Context: an optimization exercise on an open-source flow, tuned for small area and a short achievable clock period. The choices shown serve that exercise and are no tape-out recipe.
In this exercise RTL edits were held to simulation tests only and were not proved equivalent to the original.
Power and IR drop assume default switching activity.

== yarrow ==
## pdl_ctrl
module pdl_ctrl #(
   parameter int N       = 32,
   parameter int OUT_NUM = 8
) (
   input  logic                 clk,
   input  logic                 reset,
   input  logic                 cfg_valid,
   output logic                 cfg_ready,
   input  logic [7:0]           cfg_addr,
   input  logic [N-1:0]         cfg_data,
   output logic                 cfg_err,
   input  logic                 commit,
   input  logic                 arm,
   input  logic                 abort,
   input  logic                 ext_trigger,
   output logic [OUT_NUM-1:0]   ch_trigger,
   output logic [OUT_NUM*N-1:0] ch_dl,
   output logic [OUT_NUM*N-1:0] ch_wb,
   output logic                 busy,
   output logic                 commit_pending,
   output logic                 done
);
==> flow/config.mk <==
export PLATFORM = sky130hd
export DESIGN_NAME = pdl_ctrl
export DESIGN_NICKNAME = pdl_ctrl
export VERILOG_FILES = /design/flow/design.v
export SDC_FILE = /design/flow/constraint.sdc
export NUM_CORES = 4
export LEC_CHECK = 0
export CAP_MARGIN = 20
export CORE_ASPECT_RATIO = 2
export CORE_MARGIN = 2
export CORE_UTILIZATION = 65
export CTS_CLUSTER_DIAMETER = 100
export CTS_CLUSTER_SIZE = 25
export SETUP_SLACK_MARGIN = 1.5
export SLEW_MARGIN = 20
export SYNTH_HIERARCHICAL = 1
export BUFFER_PORTS_ARGS = -buffer_cell sky130_fd_sc_hd__buf_2
export DONT_USE_CELLS += sky130_fd_sc_hd__or3_1 sky130_fd_sc_hd__or3_2 sky130_fd_sc_hd__or3_4 sky130_fd_sc_hd__or4_1 sky130_fd_sc_hd__or4_2 sky130_fd_sc_hd__or4_4 sky130_fd_sc_hd__or3b_1 sky130_fd_sc_hd__or3b_2 sky130_fd_sc_hd__or3b_4 sky130_fd_sc_hd__or4b_1 sky130_fd_sc_hd__or4b_2 sky130_fd_sc_hd__or4b_4 sky130_fd_sc_hd__or4bb_1 sky130_fd_sc_hd__or4bb_2 sky130_fd_sc_hd__or4bb_4
==> flow/constraint.sdc <==
create_clock -name core_clock -period 3.4 [get_ports {clk}]
set_input_delay 0.6800 -clock core_clock [delete_from_list [all_inputs] [get_ports {clk}]]
set_output_delay 0.6800 -clock core_clock [all_outputs]
set_load 0.01 [all_outputs]
standard.sh (not shown) runs the stock make flow with config.mk's settings and CLKGATE_MAP_FILE= SYNTH_SCRIPT=/design/flow/synth_recipe.tcl, a recipe that flattens the netlist after the stock synthesis.
==> flow/flow/run.sh <==
#!/bin/bash
# The standard layout with two changes, both made through config.mk:
#  - buffer_ports uses plain buf_2 cells for the port buffers instead of
#    the delay cells it picks by default;
#  - the slow OR3/OR4 cells are kept out of the combinational logic (they
#    are added to DONT_USE_CELLS; no register cell is affected).
# The make output goes to standard.log in the work folder; ORFS's own
# per-step logs stay under orfs/logs/.
set -euo pipefail
cat >> config.mk <<'EOF'
export BUFFER_PORTS_ARGS = -buffer_cell sky130_fd_sc_hd__buf_2
export DONT_USE_CELLS += sky130_fd_sc_hd__or3_1 sky130_fd_sc_hd__or3_2 sky130_fd_sc_hd__or3_4 sky130_fd_sc_hd__or4_1 sky130_fd_sc_hd__or4_2 sky130_fd_sc_hd__or4_4 sky130_fd_sc_hd__or3b_1 sky130_fd_sc_hd__or3b_2 sky130_fd_sc_hd__or3b_4 sky130_fd_sc_hd__or4b_1 sky130_fd_sc_hd__or4b_2 sky130_fd_sc_hd__or4b_4 sky130_fd_sc_hd__or4bb_1 sky130_fd_sc_hd__or4bb_2 sky130_fd_sc_hd__or4bb_4
EOF
bash standard.sh > standard.log 2>&1
yarrow: flow completed, timing, DRC and antenna clean
## Diff of input files: willow against yarrow
diff --git a/flow/config.mk b/flow/config.mk
--- a/flow/config.mk
+++ b/flow/config.mk
@@ -8,8 +8,7 @@
 export CAP_MARGIN = 20
-export CORE_ASPECT_RATIO = 2
 export CORE_MARGIN = 2
-export CORE_UTILIZATION = 65
+export CORE_UTILIZATION = 60
 export CTS_CLUSTER_DIAMETER = 100
 export CTS_CLUSTER_SIZE = 25
-export SETUP_SLACK_MARGIN = 1.5
+export SETUP_SLACK_MARGIN = 1.35
 export SLEW_MARGIN = 20
### Flow results
- willow went all the way through the flow, and no timing, DRC or antenna check failed.
- Detailed route wirelength on metal3 (willow over yarrow): decrease, 1.7 mm
- When willow is measured against yarrow, its wire length of the first global-routing pass turns out 4.0% higher.
- Relative to yarrow, depth of the critical timing path with buffers and inverters included decreased by 4 in willow.
- On final-layout clock-cell area share, yarrow and willow are basically level.
Here is what was changed in the inputs of delta compared with willow.
diff --git a/flow/config.mk b/flow/config.mk
--- a/flow/config.mk
+++ b/flow/config.mk
@@ -12,3 +12,3 @@
 export CTS_CLUSTER_SIZE = 25
-export SETUP_SLACK_MARGIN = 1.35
+export SETUP_SLACK_MARGIN = 1.55
 export SLEW_MARGIN = 20
Findings:
In the tables for willow and delta, via density per instance reads lower with willow.
On critical path depth, willow and delta are basically level.
Between willow and delta, the clock power figures differ only marginally.
| total power divided by cell area | higher: willow |
Sort willow and delta by relative area of non-clock buffer cells in the final design, descending, and delta comes first.
Going from willow to delta, the post-route worst hold slack was found to have gone up by 0.030 ns.
There was hardly any difference in later-pin clock latency in the skew report between delta and willow.
Row utilization after layout: delta higher / willow lower
Design area in delta vs willow: up about 7%
willow and delta ended up with roughly the same post-detailed-placement cell area.
Comparing willow and delta, global router's overall resource usage is lower on willow.
The following lists how fjord was set up differently from delta:
diff --git a/flow/config.mk b/flow/config.mk
--- a/flow/config.mk
+++ b/flow/config.mk
@@ -12,3 +12,3 @@
 export CTS_CLUSTER_SIZE = 25
-export SETUP_SLACK_MARGIN = 1.55
+export SETUP_SLACK_MARGIN = 1.8
 export SLEW_MARGIN = 20
[summary]
fjord: flow completed, timing, DRC and antenna clean
Share of the clock period used by the worst path after layout came out higher on fjord than on delta.
fjord — setup slack 0.094 ns lower, delta as reference
Wire length per cell after detailed routing on fjord is up relative to delta.
Compared with delta, fjord shows a path length in cells of the critical path that is 6 higher.
Looking at topmost layer with routed signal wires, the met4 result is from delta; the met5 one comes from fjord.
Higher fraction of final layout cells with drive strength greater than 1 goes to fjord over delta.
Higher relative slew slack goes to fjord over delta.
Relative to fjord, the following input files were edited for onyx:
diff --git a/flow/config.mk b/flow/config.mk
--- a/flow/config.mk
+++ b/flow/config.mk
@@ -9,6 +9,6 @@
 export CORE_MARGIN = 2
-export CORE_UTILIZATION = 60
+export CORE_UTILIZATION = 55
 export CTS_CLUSTER_DIAMETER = 100
 export CTS_CLUSTER_SIZE = 25
-export SETUP_SLACK_MARGIN = 1.8
+export SETUP_SLACK_MARGIN = 1.5
 export SLEW_MARGIN = 20
Findings:
Setup slack, fjord and onyx: lower on fjord. Overall power after layout shrinks by a few percent when moving from fjord to onyx. Between fjord and onyx, the post-route clock period utilization is higher for fjord. Summary: with fjord as the reference, detailed-routed wire length on met3 in onyx moved down by more than half. Share of cell area taken by multi-input logic gates in onyx vs fjord: up 4.8 points. Largest clock skew in the final design delta (onyx − fjord): unfavourable. Between fjord and onyx, the flow reports routability congestion estimate decreasing by a few percent. Met2 layer wire length in the routed design (onyx vs. fjord) decreases by more than 10%. Compared to fjord, onyx was floorplanned on a bigger die. Portion of total power attributed to combinational logic: onyx lower than fjord.
Changes in amber relative to onyx:
diff --git a/flow/flow/run.sh b/flow/flow/run.sh
--- a/flow/flow/run.sh
+++ b/flow/flow/run.sh
@@ -4,2 +4,4 @@
 #    the delay cells it picks by default;
+#  - RECOVER_POWER 50: cells off the critical paths are downsized after the
+#    global-route repair;
 #  - the slow OR3/OR4 cells are kept out of the combinational logic (they
@@ -11,2 +13,3 @@
 export BUFFER_PORTS_ARGS = -buffer_cell sky130_fd_sc_hd__buf_2
+export RECOVER_POWER = 50
 export DONT_USE_CELLS += sky130_fd_sc_hd__or3_1 sky130_fd_sc_hd__or3_2 sky130_fd_sc_hd__or3_4 sky130_fd_sc_hd__or4_1 sky130_fd_sc_hd__or4_2 sky130_fd_sc_hd__or4_4 sky130_fd_sc_hd__or3b_1 sky130_fd_sc_hd__or3b_2 sky130_fd_sc_hd__or3b_4 sky130_fd_sc_hd__or4b_1 sky130_fd_sc_hd__or4b_2 sky130_fd_sc_hd__or4b_4 sky130_fd_sc_hd__or4bb_1 sky130_fd_sc_hd__or4bb_2 sky130_fd_sc_hd__or4bb_4
diff --git a/flow/config.mk b/flow/config.mk
--- a/flow/config.mk
+++ b/flow/config.mk
@@ -9,3 +9,3 @@
 export CORE_MARGIN = 2
-export CORE_UTILIZATION = 55
+export CORE_UTILIZATION = 65
 export CTS_CLUSTER_DIAMETER = 100
@@ -16,2 +16,3 @@
 export BUFFER_PORTS_ARGS = -buffer_cell sky130_fd_sc_hd__buf_2
+export RECOVER_POWER = 50
 export DONT_USE_CELLS += sky130_fd_sc_hd__or3_1 sky130_fd_sc_hd__or3_2 sky130_fd_sc_hd__or3_4 sky130_fd_sc_hd__or4_1 sky130_fd_sc_hd__or4_2 sky130_fd_sc_hd__or4_4 sky130_fd_sc_hd__or3b_1 sky130_fd_sc_hd__or3b_2 sky130_fd_sc_hd__or3b_4 sky130_fd_sc_hd__or4b_1 sky130_fd_sc_hd__or4b_2 sky130_fd_sc_hd__or4b_4 sky130_fd_sc_hd__or4bb_1 sky130_fd_sc_hd__or4bb_2 sky130_fd_sc_hd__or4bb_4
--- outcome ---
Diff onyx -> amber | worst max-slew margin expressed relative to the limit | decrease of 17 points
From onyx to amber, number of iterations in the first detailed-routing pass did not move at all.
The count of sequential standard cells of amber and that of onyx are within noise of each other.
Via count delta (amber − onyx): unfavourable
Diff amber..onyx | quantity of hold-fixing buffers added after cts | unchanged
amber went all the way through the flow, and no timing, DRC or antenna check failed.
For per-cell via count in the routed design, dividing the value from amber by the value from onyx gives 1.06.
Changes observed in amber relative to onyx: count of distinct cell types in the synthesized netlist flat, register-to-register slack decreased by 0.64 ns relative to the old numbers, core utilization increased by 11 points relative to the old numbers, width of the chip decreased about 8%.

what the ideal ports hide:
How much do the figures lean on ideal ports? The routed layouts below were timed once more, with nothing changed but the port constraints. Step 1, drivers: a clkbuf_16 drives clk and a buf_2 each remaining input, both assumed. Step 2 also shifts input and output timing later by t, the mid clock arrival at the registers, as if the neighbouring blocks saw the same clock. a / b / c = no drivers / after step 1 / after step 2; a / b = the first two.
run	t (ns)	slack for setup (ns)	hold WS [ns]
yarrow	0.732	1.458 / 1.440 / 0.844	0.261 / 0.214 / 0.471
willow	0.728	1.364 / 1.294 / 0.757	0.229 / 0.185 / 0.462
delta	0.732	1.537 / 1.467 / 0.852	0.259 / 0.232 / 0.447
fjord	0.746	1.443 / 1.424 / 0.712	0.304 / 0.261 / 0.455
onyx	0.740	1.522 / 1.449 / 0.840	0.266 / 0.222 / 0.472
amber	0.719	0.768 / 0.807 / 0.088	0.272 / 0.223 / 0.466
After both steps setup and hold are still met in every run listed. The setup slack of fjord, which loses most, moves by -0.019 ns with the drivers and by -0.731 ns with both steps.
